This design comes from an exercise in tuning for small area, a short achievable clock period and few clock cycles per item on the open sky130 flow, not from production work. Only simulation tests tie the RTL to the original design; equivalence was not proved.

==> v37: inputs <==
==> flow/design.v <==
package oppe_pkg;
    typedef struct packed {
        logic [31:0] price;
        logic        last_step;
        logic        clear_totals;
    } t_in_item;
    typedef struct packed {
        logic [41:0] path_payoff;
        logic [10:0] path_entries;
        logic [62:0] total_payoff;
        logic [39:0] total_entries;
    } t_out_item;
    localparam logic [2:0] CFG_KIND    = 3'd0;
    localparam logic [2:0] CFG_STYLE   = 3'd1;
    localparam logic [2:0] CFG_MODE    = 3'd2;
    localparam logic [2:0] CFG_STRIKE  = 3'd3;
    localparam logic [2:0] CFG_BARRIER = 3'd4;
    localparam logic [2:0] CFG_DISC    = 3'd5;
    localparam logic [2:0] MODE_PLAIN = 3'd0;
    localparam logic [2:0] MODE_AS_FP = 3'd1;
    localparam logic [2:0] MODE_AS_FS = 3'd2;
    localparam logic [2:0] MODE_BA_UI = 3'd3;
    localparam logic [2:0] MODE_BA_UO = 3'd4;
    localparam logic [2:0] MODE_BA_DI = 3'd5;
    localparam logic [2:0] MODE_BA_DO = 3'd6;
    localparam logic STYLE_EU = 1'b0;
    localparam logic STYLE_AM = 1'b1;
    localparam logic KIND_CALL = 1'b0;
    localparam logic KIND_PUT  = 1'b1;
    localparam logic [41:0] M42 = {42{1'b1}};
    localparam logic [62:0] M63 = {63{1'b1}};
    localparam logic [39:0] M40 = {40{1'b1}};
    localparam logic [31:0] ONE_Q131 = 32'h8000_0000;
endpackage
module oppe_divider #(
    parameter int CW  = 11,
    parameter int PW  = 1,
    parameter int NST = 6
) (
    input  logic          i_clk,
    input  logic          i_rst_n,
    input  logic          i_adv,
    input  logic          i_valid,
    input  logic [41:0]   i_num,
    input  logic [CW-1:0] i_den,
    input  logic [PW-1:0] i_pass,
    output logic          o_valid,
    output logic [31:0]   o_quo,
    output logic [PW-1:0] o_pass
);
    function automatic int iters(input int s);
        iters = (32 * (s + 1)) / NST - (32 * s) / NST;
    endfunction
    logic [CW-2:0] w_rem  [NST];
    logic [31:0]   w_bits [NST];
    logic [CW-1:0] w_den  [NST];
    logic [PW-1:0] w_pass [NST];
    logic          w_vld  [NST];
    logic [CW-2:0] r_rem  [1:NST];
    logic [31:0]   r_bits [1:NST];
    logic [CW-1:0] r_den  [1:NST];
    logic [PW-1:0] r_pass [1:NST];
    logic          r_vld  [1:NST];
    assign w_rem[0]  = i_num[32 +: CW-1];
    assign w_bits[0] = i_num[31:0];
    assign w_den[0]  = i_den;
    assign w_pass[0] = i_pass;
    assign w_vld[0]  = i_valid;
    for (genvar s = 0; s < NST; s++) begin : g_st
        logic [CW-2:0] rem_in, rem_out;
        logic [31:0]   bits_in, bits_out;
        logic [CW-1:0] den;
        assign rem_in  = w_rem[s];
        assign bits_in = w_bits[s];
        assign den     = w_den[s];
        if (s > 0) begin : g_in
            assign w_rem[s]  = r_rem[s];
            assign w_bits[s] = r_bits[s];
            assign w_den[s]  = r_den[s];
            assign w_pass[s] = r_pass[s];
            assign w_vld[s]  = r_vld[s];
        end
        always_comb begin
            logic [CW-1:0] sh;
            logic [CW:0]   df;
            rem_out  = rem_in;
            bits_out = bits_in;
            for (int i = 0; i < iters(s); i++) begin
                sh = {rem_out, bits_out[31]};
                df = {1'b0, sh} - {1'b0, den};
                bits_out = {bits_out[30:0], ~df[CW]};
                rem_out  = df[CW] ? sh[CW-2:0] : df[CW-2:0];
            end
        end
        always_ff @(posedge i_clk) begin
            if (!i_rst_n) r_vld[s+1] <= 1'b0;
            else if (i_adv) r_vld[s+1] <= w_vld[s];
        end
        always_ff @(posedge i_clk) begin
            if (i_adv) begin
                r_bits[s+1] <= bits_out;
                if (s + 1 < NST) r_rem[s+1] <= rem_out;
                r_den[s+1]  <= w_den[s];
                r_pass[s+1] <= w_pass[s];
            end
        end
    end
    assign o_valid = r_vld[NST];
    assign o_quo   = r_bits[NST];
    assign o_pass  = r_pass[NST];
endmodule
module option_path_payoff_engine_top #(
    parameter int MAX_STEPS = 1024,
    parameter int DIV_ST    = 6
) (
    input  logic        i_clk,
    input  logic        i_rst_n,
    input  logic        i_in_valid,
    output logic        o_in_stall,
    input  logic [31:0] i_in_price,
    input  logic        i_in_last,
    input  logic        i_in_clear,
    output logic        o_out_valid,
    input  logic        i_out_stall,
    output logic [41:0] o_path_payoff,
    output logic [10:0] o_path_entries,
    output logic [62:0] o_total_payoff,
    output logic [39:0] o_total_entries,
    input  logic        i_cfg_we,
    input  logic [2:0]  i_cfg_index,
    input  logic [31:0] i_cfg_data
);
    localparam int CW = $clog2(MAX_STEPS + 1);
    localparam logic [CW-1:0] LIM1 = CW'(MAX_STEPS - 1);
    logic        r_kind, r_style;
    logic [2:0]  r_mode;
    logic [31:0] r_strike, r_barrier, r_sdisc;
    always_ff @(posedge i_clk) begin
        if (!i_rst_n) begin
            r_kind <= 1'b0; r_style <= oppe_pkg::STYLE_EU; r_mode <= oppe_pkg::MODE_PLAIN;
            r_strike <= '0; r_barrier <= '0; r_sdisc <= oppe_pkg::ONE_Q131;
        end else if (i_cfg_we) begin
            unique case (i_cfg_index)
                oppe_pkg::CFG_KIND:    r_kind    <= i_cfg_data[0];
                oppe_pkg::CFG_STYLE:   r_style   <= i_cfg_data[0];
                oppe_pkg::CFG_MODE:    r_mode    <= i_cfg_data[2:0];
                oppe_pkg::CFG_STRIKE:  r_strike  <= i_cfg_data;
                oppe_pkg::CFG_BARRIER: r_barrier <= i_cfg_data;
                oppe_pkg::CFG_DISC:    r_sdisc   <= i_cfg_data;
                default: ;
            endcase
        end
    end
    logic w_up, w_dn, w_in_mode, w_out_mode, w_as_fp, w_as_fs;
    assign w_up       = (r_mode == oppe_pkg::MODE_BA_UI) || (r_mode == oppe_pkg::MODE_BA_UO);
    assign w_dn       = (r_mode == oppe_pkg::MODE_BA_DI) || (r_mode == oppe_pkg::MODE_BA_DO);
    assign w_in_mode  = (r_mode == oppe_pkg::MODE_BA_UI) || (r_mode == oppe_pkg::MODE_BA_DI);
    assign w_out_mode = (r_mode == oppe_pkg::MODE_BA_UO) || (r_mode == oppe_pkg::MODE_BA_DO);
    assign w_as_fp    = (r_mode == oppe_pkg::MODE_AS_FP);
    assign w_as_fs    = (r_mode == oppe_pkg::MODE_AS_FS);
    logic r_ovalid;
    logic w_adv, w_take;
    assign w_adv  = !(r_ovalid && i_out_stall);
    assign w_take = i_in_valid && w_adv;
    assign o_in_stall = !w_adv;
    logic          r_first;           
    logic [CW-1:0] r_cnt;
    logic [41:0]   r_sum;
    logic          r_crossed;
    logic          w_cross, w_end;
    assign w_cross = (w_up && i_in_price >= r_barrier) || (w_dn && i_in_price <= r_barrier);
    assign w_end   = i_in_last || (!r_first && r_cnt == LIM1);
    always_ff @(posedge i_clk) begin
        if (!i_rst_n) begin
            r_first <= 1'b1;
        end else if (w_take) begin
            r_first   <= w_end;
            r_cnt     <= r_first ? CW'(1) : r_cnt + CW'(1);
            r_sum     <= (r_first ? 42'd0 : r_sum) + {10'd0, i_in_price};
            r_crossed <= (r_crossed && !r_first) || w_cross;
        end
    end
    localparam int PW = 36;
    logic          r_a_vld;
    logic [PW-1:0] r_a_pass;
    always_ff @(posedge i_clk) begin
        if (!i_rst_n) r_a_vld <= 1'b0;
        else if (w_adv) r_a_vld <= w_take;
    end
    always_ff @(posedge i_clk) begin
        if (w_take) r_a_pass <= {i_in_price, r_first, w_end, i_in_clear,
                                 (r_crossed && !r_first) || w_cross};
    end
    logic          w_d_vld;
    logic [31:0]   w_avg;
    logic [PW-1:0] w_d_pass;
    oppe_divider #(.CW(CW), .PW(PW), .NST(DIV_ST)) u_div (
        .i_clk   (i_clk),
        .i_rst_n (i_rst_n),
        .i_adv   (w_adv),
        .i_valid (r_a_vld),
        .i_num   (r_sum),
        .i_den   (r_cnt),
        .i_pass  (r_a_pass),
        .o_valid (w_d_vld),
        .o_quo   (w_avg),
        .o_pass  (w_d_pass)
    );
    logic [31:0] w_price, w_ga, w_gb;
    logic        w_pfirst;
    logic [32:0] w_gdif;
    logic [31:0] w_gain;
    logic [63:0] w_dprod;
    logic [31:0] r_disc;
    logic        r_g_vld;
    logic [31:0] r_gain;
    logic [2:0]  r_g_flags;    
    assign w_price  = w_d_pass[35:4];
    assign w_pfirst = w_d_pass[3];
    assign w_ga   = w_as_fs ? w_avg : w_price;
    assign w_gb   = w_as_fp ? w_avg : r_strike;
    assign w_gdif = r_kind ? ({1'b0, w_gb} - {1'b0, w_ga}) : ({1'b0, w_ga} - {1'b0, w_gb});
    assign w_gain = w_gdif[32] ? 32'd0 : w_gdif[31:0];
    assign w_dprod = r_disc * r_sdisc;
    always_ff @(posedge i_clk) begin
        if (!i_rst_n) r_g_vld <= 1'b0;
        else if (w_adv) r_g_vld <= w_d_vld;
    end
    always_ff @(posedge i_clk) begin
        if (w_adv) begin
            r_gain    <= w_gain;
            r_g_flags <= w_d_pass[2:0];
        end
        if (w_adv && w_d_vld)
            r_disc <= w_pfirst ? r_sdisc : (w_dprod[63] ? 32'hFFFF_FFFF : w_dprod[62:31]);
    end
    logic [63:0] w_gprod;
    logic        r_m_vld;
    logic [32:0] r_dgain;
    logic [2:0]  r_m_flags;
    assign w_gprod = r_gain * r_disc;
    always_ff @(posedge i_clk) begin
        if (!i_rst_n) r_m_vld <= 1'b0;
        else if (w_adv) r_m_vld <= r_g_vld;
    end
    always_ff @(posedge i_clk) begin
        if (w_adv) begin
            r_dgain   <= w_gprod[63:31];
            r_m_flags <= r_g_flags;
        end
    end
    logic [41:0]   r_pacc;
    logic [CW-1:0] r_fcnt;
    logic          r_clrp;
    logic [41:0]   r_opay;
    logic [10:0]   r_oent;
    logic [62:0]   r_tot;
    logic [39:0]   r_tent;
    logic          w_fend, w_fclr, w_fx, w_clr;
    logic [42:0]   w_pacc;
    logic [41:0]   w_pnew, w_val;
    logic [10:0]   w_ent;
    logic [63:0]   w_tsum;
    logic [40:0]   w_esum;
    assign w_fend = r_m_flags[2];
    assign w_fclr = r_m_flags[1];
    assign w_fx   = r_m_flags[0];
    assign w_clr  = r_clrp || w_fclr;
    assign w_pacc = {1'b0, r_pacc} + {10'd0, r_dgain};
    assign w_pnew = (r_style == oppe_pkg::STYLE_AM && (!w_in_mode || w_fx))
                  ? (w_pacc[42] ? oppe_pkg::M42 : w_pacc[41:0]) : r_pacc;
    always_comb begin
        if (r_style == oppe_pkg::STYLE_EU) begin
            if (w_in_mode)       w_val = w_fx ? 42'(r_dgain) : '0;
            else if (w_out_mode) w_val = w_fx ? '0 : 42'(r_dgain);
            else                 w_val = 42'(r_dgain);
            w_ent = 11'd1;
        end else begin
            w_val = (w_out_mode && w_fx) ? '0 : w_pnew;
            w_ent = r_fcnt + 11'd1;
        end
    end
    assign w_tsum = {1'b0, (w_clr ? 63'd0 : r_tot)} + {22'd0, w_val};
    assign w_esum = {1'b0, (w_clr ? 40'd0 : r_tent)} + {29'd0, w_ent};
    always_ff @(posedge i_clk) begin
        if (!i_rst_n) begin
            r_ovalid <= 1'b0;
            r_pacc   <= '0;
            r_fcnt   <= '0;
            r_clrp   <= 1'b0;
            r_tot    <= '0;
            r_tent   <= '0;
        end else if (w_adv) begin
            r_ovalid <= r_m_vld && w_fend;
            if (r_m_vld) begin
                if (w_fend) begin
                    r_pacc <= '0;
                    r_fcnt <= '0;
                    r_clrp <= 1'b0;
                    r_tot  <= w_tsum[63] ? oppe_pkg::M63 : w_tsum[62:0];
                    r_tent <= w_esum[40] ? oppe_pkg::M40 : w_esum[39:0];
                end else begin
                    r_pacc <= w_pnew;
                    r_fcnt <= r_fcnt + CW'(1);
                    r_clrp <= w_clr;
                end
            end
        end
    end
    always_ff @(posedge i_clk) begin
        if (w_adv && r_m_vld && w_fend) begin
            r_opay <= w_val;
            r_oent <= w_ent;
        end
    end
    assign o_out_valid     = r_ovalid;
    assign o_path_payoff   = r_opay;
    assign o_path_entries  = r_oent;
    assign o_total_payoff  = r_tot;
    assign o_total_entries = r_tent;
endmodule
==> flow/run.sh <==
#!/bin/bash
# synth_recipe.tcl (not shown) runs the flow's synth.tcl, then flattens the netlist and writes it again
# the make line also repeats each setting of config.mk as NAME=value (left out here)
make -C /OpenROAD-flow-scripts/flow DESIGN_CONFIG=/design/flow/config.mk WORK_HOME=/design/flow/orfs CLKGATE_MAP_FILE= SYNTH_SCRIPT=/design/flow/synth_recipe.tcl finish
==> flow/config.mk <==
export PLATFORM = sky130hd
export DESIGN_NAME = option_path_payoff_engine_top
export DESIGN_NICKNAME = option_path_payoff_engine_top
export VERILOG_FILES = /design/flow/design.v
export SDC_FILE = /design/flow/constraint.sdc
export NUM_CORES = 4
export LEC_CHECK = 0
export CAP_MARGIN = 20
export CORE_MARGIN = 2
export CORE_UTILIZATION = 40
export SLEW_MARGIN = 20
==> flow/constraint.sdc <==
create_clock -name core_clock -period 13.0 [get_ports {i_clk}]
set_input_delay 2.6000 -clock core_clock [delete_from_list [all_inputs] [get_ports {i_clk}]]
set_output_delay 2.6000 -clock core_clock [all_outputs]
set_load 0.01 [all_outputs]
==> v14 (differences from v37) <==
==> flow/design.v, changed modules only <==
module oppe_divider #(
    parameter int CW  = 11,
    parameter int PW  = 1,
    parameter int NST = 4
) (
    input  logic          i_clk,
    input  logic          i_rst_n,
    input  logic          i_adv,
    input  logic          i_valid,
    input  logic [41:0]   i_num,
    input  logic [CW-1:0] i_den,
    input  logic [CW:0]   i_den3,
    input  logic [PW-1:0] i_pass,
    output logic          o_valid,
    output logic [31:0]   o_quo,
    output logic [PW-1:0] o_pass
);
    function automatic int steps(input int s);
        steps = (16 * (s + 1)) / NST - (16 * s) / NST;
    endfunction
    logic [CW-2:0] w_rem  [NST];
    logic [31:0]   w_bits [NST];
    logic [CW-1:0] w_den  [NST];
    logic [CW:0]   w_den3 [NST];
    logic [PW-1:0] w_pass [NST];
    logic          w_vld  [NST];
    logic [CW-2:0] r_rem  [1:NST];
    logic [31:0]   r_bits [1:NST];
    logic [CW-1:0] r_den  [1:NST];
    logic [CW:0]   r_den3 [1:NST];
    logic [PW-1:0] r_pass [1:NST];
    logic          r_vld  [1:NST];
    assign w_rem[0]  = i_num[32 +: CW-1];
    assign w_bits[0] = i_num[31:0];
    assign w_den[0]  = i_den;
    assign w_den3[0] = i_den3;
    assign w_pass[0] = i_pass;
    assign w_vld[0]  = i_valid;
    for (genvar s = 0; s < NST; s++) begin : g_st
        logic [CW-2:0] rem_out;
        logic [31:0]   bits_out;
        if (s > 0) begin : g_in
            assign w_rem[s]  = r_rem[s];
            assign w_bits[s] = r_bits[s];
            assign w_den[s]  = r_den[s];
            assign w_den3[s] = r_den3[s];
            assign w_pass[s] = r_pass[s];
            assign w_vld[s]  = r_vld[s];
        end
        always_comb begin
            logic [CW:0]   x;
            logic [CW+1:0] t1, t2, t3;
            rem_out  = w_rem[s];
            bits_out = w_bits[s];
            for (int i = 0; i < steps(s); i++) begin
                x  = {rem_out, bits_out[31:30]};
                t1 = {1'b0, x} - {2'b0, w_den[s]};
                t2 = {1'b0, x} - {1'b0, w_den[s], 1'b0};
                t3 = {1'b0, x} - {1'b0, w_den3[s]};
                bits_out = {bits_out[29:0], 2'b00};
                if (!t3[CW+1]) begin
                    rem_out = t3[CW-2:0]; bits_out[1:0] = 2'd3;
                end else if (!t2[CW+1]) begin
                    rem_out = t2[CW-2:0]; bits_out[1:0] = 2'd2;
                end else if (!t1[CW+1]) begin
                    rem_out = t1[CW-2:0]; bits_out[1:0] = 2'd1;
                end else begin
                    rem_out = x[CW-2:0];
                end
            end
        end
        always_ff @(posedge i_clk) begin
            if (!i_rst_n) r_vld[s+1] <= 1'b0;
            else if (i_adv) r_vld[s+1] <= w_vld[s];
        end
        always_ff @(posedge i_clk) begin
            if (i_adv) begin
                r_bits[s+1] <= bits_out;
                if (s + 1 < NST) begin
                    r_rem[s+1]  <= rem_out;
                    r_den[s+1]  <= w_den[s];
                    r_den3[s+1] <= w_den3[s];
                end
                r_pass[s+1] <= w_pass[s];
            end
        end
    end
    assign o_valid = r_vld[NST];
    assign o_quo   = r_bits[NST];
    assign o_pass  = r_pass[NST];
endmodule
module option_path_payoff_engine_top #(
    parameter int MAX_STEPS = 1024,
    parameter int DIV_ST    = 5
) (
    input  logic        i_clk,
    input  logic        i_rst_n,
    input  logic        i_in_valid,
    output logic        o_in_stall,
    input  logic [31:0] i_in_price,
    input  logic        i_in_last,
    input  logic        i_in_clear,
    output logic        o_out_valid,
    input  logic        i_out_stall,
    output logic [41:0] o_path_payoff,
    output logic [10:0] o_path_entries,
    output logic [62:0] o_total_payoff,
    output logic [39:0] o_total_entries,
    input  logic        i_cfg_we,
    input  logic [2:0]  i_cfg_index,
    input  logic [31:0] i_cfg_data
);
    localparam int CW = $clog2(MAX_STEPS + 1);
    localparam logic [CW-1:0] LIM1 = CW'(MAX_STEPS - 1);
    logic        r_kind, r_style;
    logic [2:0]  r_mode;
    logic [31:0] r_strike, r_barrier, r_sdisc;
    logic [33:0] r_sdisc3;            
    always_ff @(posedge i_clk) begin
        if (!i_rst_n) begin
            r_kind <= 1'b0; r_style <= oppe_pkg::STYLE_EU; r_mode <= oppe_pkg::MODE_PLAIN;
            r_strike <= '0; r_barrier <= '0; r_sdisc <= oppe_pkg::ONE_Q131;
            r_sdisc3 <= 34'(oppe_pkg::ONE_Q131) * 34'd3;
        end else if (i_cfg_we) begin
            unique case (i_cfg_index)
                oppe_pkg::CFG_KIND:    r_kind    <= i_cfg_data[0];
                oppe_pkg::CFG_STYLE:   r_style   <= i_cfg_data[0];
                oppe_pkg::CFG_MODE:    r_mode    <= i_cfg_data[2:0];
                oppe_pkg::CFG_STRIKE:  r_strike  <= i_cfg_data;
                oppe_pkg::CFG_BARRIER: r_barrier <= i_cfg_data;
                oppe_pkg::CFG_DISC: begin
                    r_sdisc  <= i_cfg_data;
                    r_sdisc3 <= {2'b00, i_cfg_data} + {1'b0, i_cfg_data, 1'b0};
                end
                default: ;
            endcase
        end
    end
    logic w_up, w_dn, w_in_mode, w_out_mode, w_as_fp, w_as_fs;
    assign w_up       = (r_mode == oppe_pkg::MODE_BA_UI) || (r_mode == oppe_pkg::MODE_BA_UO);
    assign w_dn       = (r_mode == oppe_pkg::MODE_BA_DI) || (r_mode == oppe_pkg::MODE_BA_DO);
    assign w_in_mode  = (r_mode == oppe_pkg::MODE_BA_UI) || (r_mode == oppe_pkg::MODE_BA_DI);
    assign w_out_mode = (r_mode == oppe_pkg::MODE_BA_UO) || (r_mode == oppe_pkg::MODE_BA_DO);
    assign w_as_fp    = (r_mode == oppe_pkg::MODE_AS_FP);
    assign w_as_fs    = (r_mode == oppe_pkg::MODE_AS_FS);
    logic r_ovalid;
    logic w_adv, w_take;
    assign w_adv  = !(r_ovalid && i_out_stall);
    assign w_take = i_in_valid && w_adv;
    assign o_in_stall = !w_adv;
    logic          r_first;           
    logic [CW-1:0] r_cnt;
    logic [CW:0]   r_cnt3;            
    logic [41:0]   r_sum;
    logic          r_crossed;
    logic          w_cross, w_end;
    assign w_cross = (w_up && i_in_price >= r_barrier) || (w_dn && i_in_price <= r_barrier);
    assign w_end   = i_in_last || (!r_first && r_cnt == LIM1);
    always_ff @(posedge i_clk) begin
        if (!i_rst_n) begin
            r_first <= 1'b1;
        end else if (w_take) begin
            r_first   <= w_end;
            r_cnt     <= r_first ? CW'(1) : r_cnt + CW'(1);
            r_cnt3    <= r_first ? (CW+1)'(3) : r_cnt3 + (CW+1)'(3);
            r_sum     <= (r_first ? 42'd0 : r_sum) + {10'd0, i_in_price};
            r_crossed <= (r_crossed && !r_first) || w_cross;
        end
    end
    localparam int PW = 36;
    logic          r_a_vld;
    logic [PW-1:0] r_a_pass;
    always_ff @(posedge i_clk) begin
        if (!i_rst_n) r_a_vld <= 1'b0;
        else if (w_adv) r_a_vld <= w_take;
    end
    always_ff @(posedge i_clk) begin
        if (w_take) r_a_pass <= {i_in_price, r_first, w_end, i_in_clear,
                                 (r_crossed && !r_first) || w_cross};
    end
    logic          w_d_vld;
    logic [31:0]   w_avg;
    logic [PW-1:0] w_d_pass;
    oppe_divider #(.CW(CW), .PW(PW), .NST(DIV_ST)) u_div (
        .i_clk   (i_clk),
        .i_rst_n (i_rst_n),
        .i_adv   (w_adv),
        .i_valid (r_a_vld),
        .i_num   (r_sum),
        .i_den   (r_cnt),
        .i_den3  (r_cnt3),
        .i_pass  (r_a_pass),
        .o_valid (w_d_vld),
        .o_quo   (w_avg),
        .o_pass  (w_d_pass)
    );
    logic [31:0] w_price, w_ga, w_gb;
    logic        w_pfirst;
    logic [32:0] w_gdif;
    logic [31:0] w_gain;
        logic [31:0] r_disc;
    logic        r_g_vld;
    logic [31:0] r_gain;
    logic [33:0] r_gain3;      
    logic [2:0]  r_g_flags;    
    assign w_price  = w_d_pass[35:4];
    assign w_pfirst = w_d_pass[3];
    assign w_ga   = w_as_fs ? w_avg : w_price;
    assign w_gb   = w_as_fp ? w_avg : r_strike;
    assign w_gdif = r_kind ? ({1'b0, w_gb} - {1'b0, w_ga}) : ({1'b0, w_ga} - {1'b0, w_gb});
    assign w_gain = w_gdif[32] ? 32'd0 : w_gdif[31:0];
    logic [32:0] w_dq;
    oppe_mul8 u_dmul (.a(r_sdisc), .a3(r_sdisc3), .b(r_disc), .p(w_dq));
    always_ff @(posedge i_clk) begin
        if (!i_rst_n) r_g_vld <= 1'b0;
        else if (w_adv) r_g_vld <= w_d_vld;
    end
    always_ff @(posedge i_clk) begin
        if (w_adv) begin
            r_gain    <= w_gain;
            r_gain3   <= {2'b00, w_gain} + {1'b0, w_gain, 1'b0};
            r_g_flags <= w_d_pass[2:0];
        end
        if (w_adv && w_d_vld)
            r_disc <= w_pfirst ? r_sdisc : (w_dq[32] ? 32'hFFFF_FFFF : w_dq[31:0]);
    end
    logic [32:0] w_gq;
    logic        r_m_vld;
    logic [32:0] r_dgain;
    logic [2:0]  r_m_flags;
    oppe_mul8 u_gmul (.a(r_gain), .a3(r_gain3), .b(r_disc), .p(w_gq));
    always_ff @(posedge i_clk) begin
        if (!i_rst_n) r_m_vld <= 1'b0;
        else if (w_adv) r_m_vld <= r_g_vld;
    end
    always_ff @(posedge i_clk) begin
        if (w_adv) begin
            r_dgain   <= w_gq;
            r_m_flags <= r_g_flags;
        end
    end
    logic [41:0]   r_pacc;
    logic [CW-1:0] r_fcnt;
    logic          r_clrp;
    logic [41:0]   r_opay;
    logic [10:0]   r_oent;
    logic [62:0]   r_tot;
    logic [39:0]   r_tent;
    logic          w_fend, w_fclr, w_fx, w_clr;
    logic [42:0]   w_pacc;
    logic [41:0]   w_pnew, w_val;
    logic [10:0]   w_ent;
    logic [63:0]   w_tsum;
    logic [40:0]   w_esum;
    assign w_fend = r_m_flags[2];
    assign w_fclr = r_m_flags[1];
    assign w_fx   = r_m_flags[0];
    assign w_clr  = r_clrp || w_fclr;
    assign w_pacc = {1'b0, r_pacc} + {10'd0, r_dgain};
    assign w_pnew = (r_style == oppe_pkg::STYLE_AM && (!w_in_mode || w_fx))
                  ? (w_pacc[42] ? oppe_pkg::M42 : w_pacc[41:0]) : r_pacc;
    always_comb begin
        if (r_style == oppe_pkg::STYLE_EU) begin
            if (w_in_mode)       w_val = w_fx ? 42'(r_dgain) : '0;
            else if (w_out_mode) w_val = w_fx ? '0 : 42'(r_dgain);
            else                 w_val = 42'(r_dgain);
            w_ent = 11'd1;
        end else begin
            w_val = (w_out_mode && w_fx) ? '0 : w_pnew;
            w_ent = r_fcnt + 11'd1;
        end
    end
    assign w_tsum = {1'b0, (w_clr ? 63'd0 : r_tot)} + {22'd0, w_val};
    assign w_esum = {1'b0, (w_clr ? 40'd0 : r_tent)} + {29'd0, w_ent};
    always_ff @(posedge i_clk) begin
        if (!i_rst_n) begin
            r_ovalid <= 1'b0;
            r_pacc   <= '0;
            r_fcnt   <= '0;
            r_clrp   <= 1'b0;
            r_tot    <= '0;
            r_tent   <= '0;
        end else if (w_adv) begin
            r_ovalid <= r_m_vld && w_fend;
            if (r_m_vld) begin
                if (w_fend) begin
                    r_pacc <= '0;
                    r_fcnt <= '0;
                    r_clrp <= 1'b0;
                    r_tot  <= w_tsum[63] ? oppe_pkg::M63 : w_tsum[62:0];
                    r_tent <= w_esum[40] ? oppe_pkg::M40 : w_esum[39:0];
                end else begin
                    r_pacc <= w_pnew;
                    r_fcnt <= r_fcnt + CW'(1);
                    r_clrp <= w_clr;
                end
            end
        end
    end
    always_ff @(posedge i_clk) begin
        if (w_adv && r_m_vld && w_fend) begin
            r_opay <= w_val;
            r_oent <= w_ent;
        end
    end
    assign o_out_valid     = r_ovalid;
    assign o_path_payoff   = r_opay;
    assign o_path_entries  = r_oent;
    assign o_total_payoff  = r_tot;
    assign o_total_entries = r_tent;
endmodule
module oppe_mul8 (
    input  logic [31:0] a,
    input  logic [33:0] a3,
    input  logic [31:0] b,
    output logic [32:0] p
);
    logic [63:0] row [11];
    logic [63:0] corr;
    logic [63:0] sum;
    always_comb begin
        logic [35:0] bx;
        logic [3:0]  g;
        logic        s1, s2, s3, s4, neg;
        logic [35:0] pp, m1, m2, m3, m4;
        corr = '0;
        bx = {3'b000, b, 1'b0};
        m1 = 36'(a); m2 = 36'(a) << 1; m3 = 36'(a3); m4 = 36'(a) << 2;
        for (int i = 0; i < 11; i++) begin
            g = bx[3*i +: 4];
            neg = g[3];
            s1 = (g == 4'b0001) || (g == 4'b0010) || (g == 4'b1101) || (g == 4'b1110);
            s2 = (g == 4'b0011) || (g == 4'b0100) || (g == 4'b1011) || (g == 4'b1100);
            s3 = (g == 4'b0101) || (g == 4'b0110) || (g == 4'b1001) || (g == 4'b1010);
            s4 = (g == 4'b0111) || (g == 4'b1000);
            pp = ({36{s1}} & m1) | ({36{s2}} & m2) | ({36{s3}} & m3) | ({36{s4}} & m4);
            pp = pp ^ {36{neg}};
            pp[35] = ~pp[35];
            row[i] = 64'(pp) << (3*i);
            corr = corr - (64'd1 << (35 + 3*i)) + (64'(neg) << (3*i));
        end
    end
    assign sum = row[0] + row[1] + row[2] + row[3] + row[4] + row[5] + row[6] + row[7] + row[8]
               + row[9] + row[10] + corr;
    assign p = sum[63:31];
endmodule
- ABC_AREA: unset -> 1
- CORE_UTILIZATION: 40 -> 35
- PLACE_DENSITY: unset -> 0.45
- SETUP_SLACK_MARGIN: unset -> 5
==> key figures <==
Layout
  • Most frequent cells in the layout: inv_1, nand2_1, fa_1, ha_1, edfxtp_1
  • Filler cells: 31300

Outcome
  • Status: complete, no violations

Logic synthesis
  • Synth Net Count: 16900

Route
  • Vias per Instance: 5.28

Clock network
  • Sink Count: 1028
(the above is from v37)
==> key figures <==
Layout
  • Most frequent cells in the layout: nand2_1, inv_1, a21oi_1, o21ai_0, ha_1
  • Filler cells: 36500
  • # diodes: 10
  • Layout cell share with drive strength beyond 1: 7.10%

Logic synthesis
  • Synth Net Count: 18000

Timing
  • Slew HR: 19.0%
  • Setup violators final: 0

Outcome
  • Status: complete, no violations

Clock network
  • Sink Count: 1064

Route
  • Vias per Instance: 5.57
(the above is from v14)
Testbench counts of v37, summed over its fixed seeds: cycles 14,884, steps 13,604.
Testbench counts of v14, summed over its fixed seeds: cycles 14,756, steps 13,604.

## separate check: timing with driven ports
How much do the figures lean on ideal ports? The routed layouts below were timed once more, with nothing changed but the port constraints.
Step 1, drivers: a clkbuf_16 drives i_clk and a buf_2 each remaining input, both assumed.
Step 2 times the ports against the registers' clock, not the clock port: input delays grow and output delays shrink by t, the midpoint of the rising clock arrivals with the driver on.
Three values: ideal, step 1, step 2; two values: the first two.
run	t, ns	slack for setup (ns)	worst hold slack (ns)	worst setup path at the end	worst slew at a driven data input, ns
v37	0.829	0.823 / 0.823 / 0.823	0.407 / 0.407 / 0.407	register to register	0.13
v14	0.975	5.119 / 5.119 / 5.119	0.386 / 0.386 / 0.386	register to register	0.20
After both steps setup and hold are still met in every run listed.
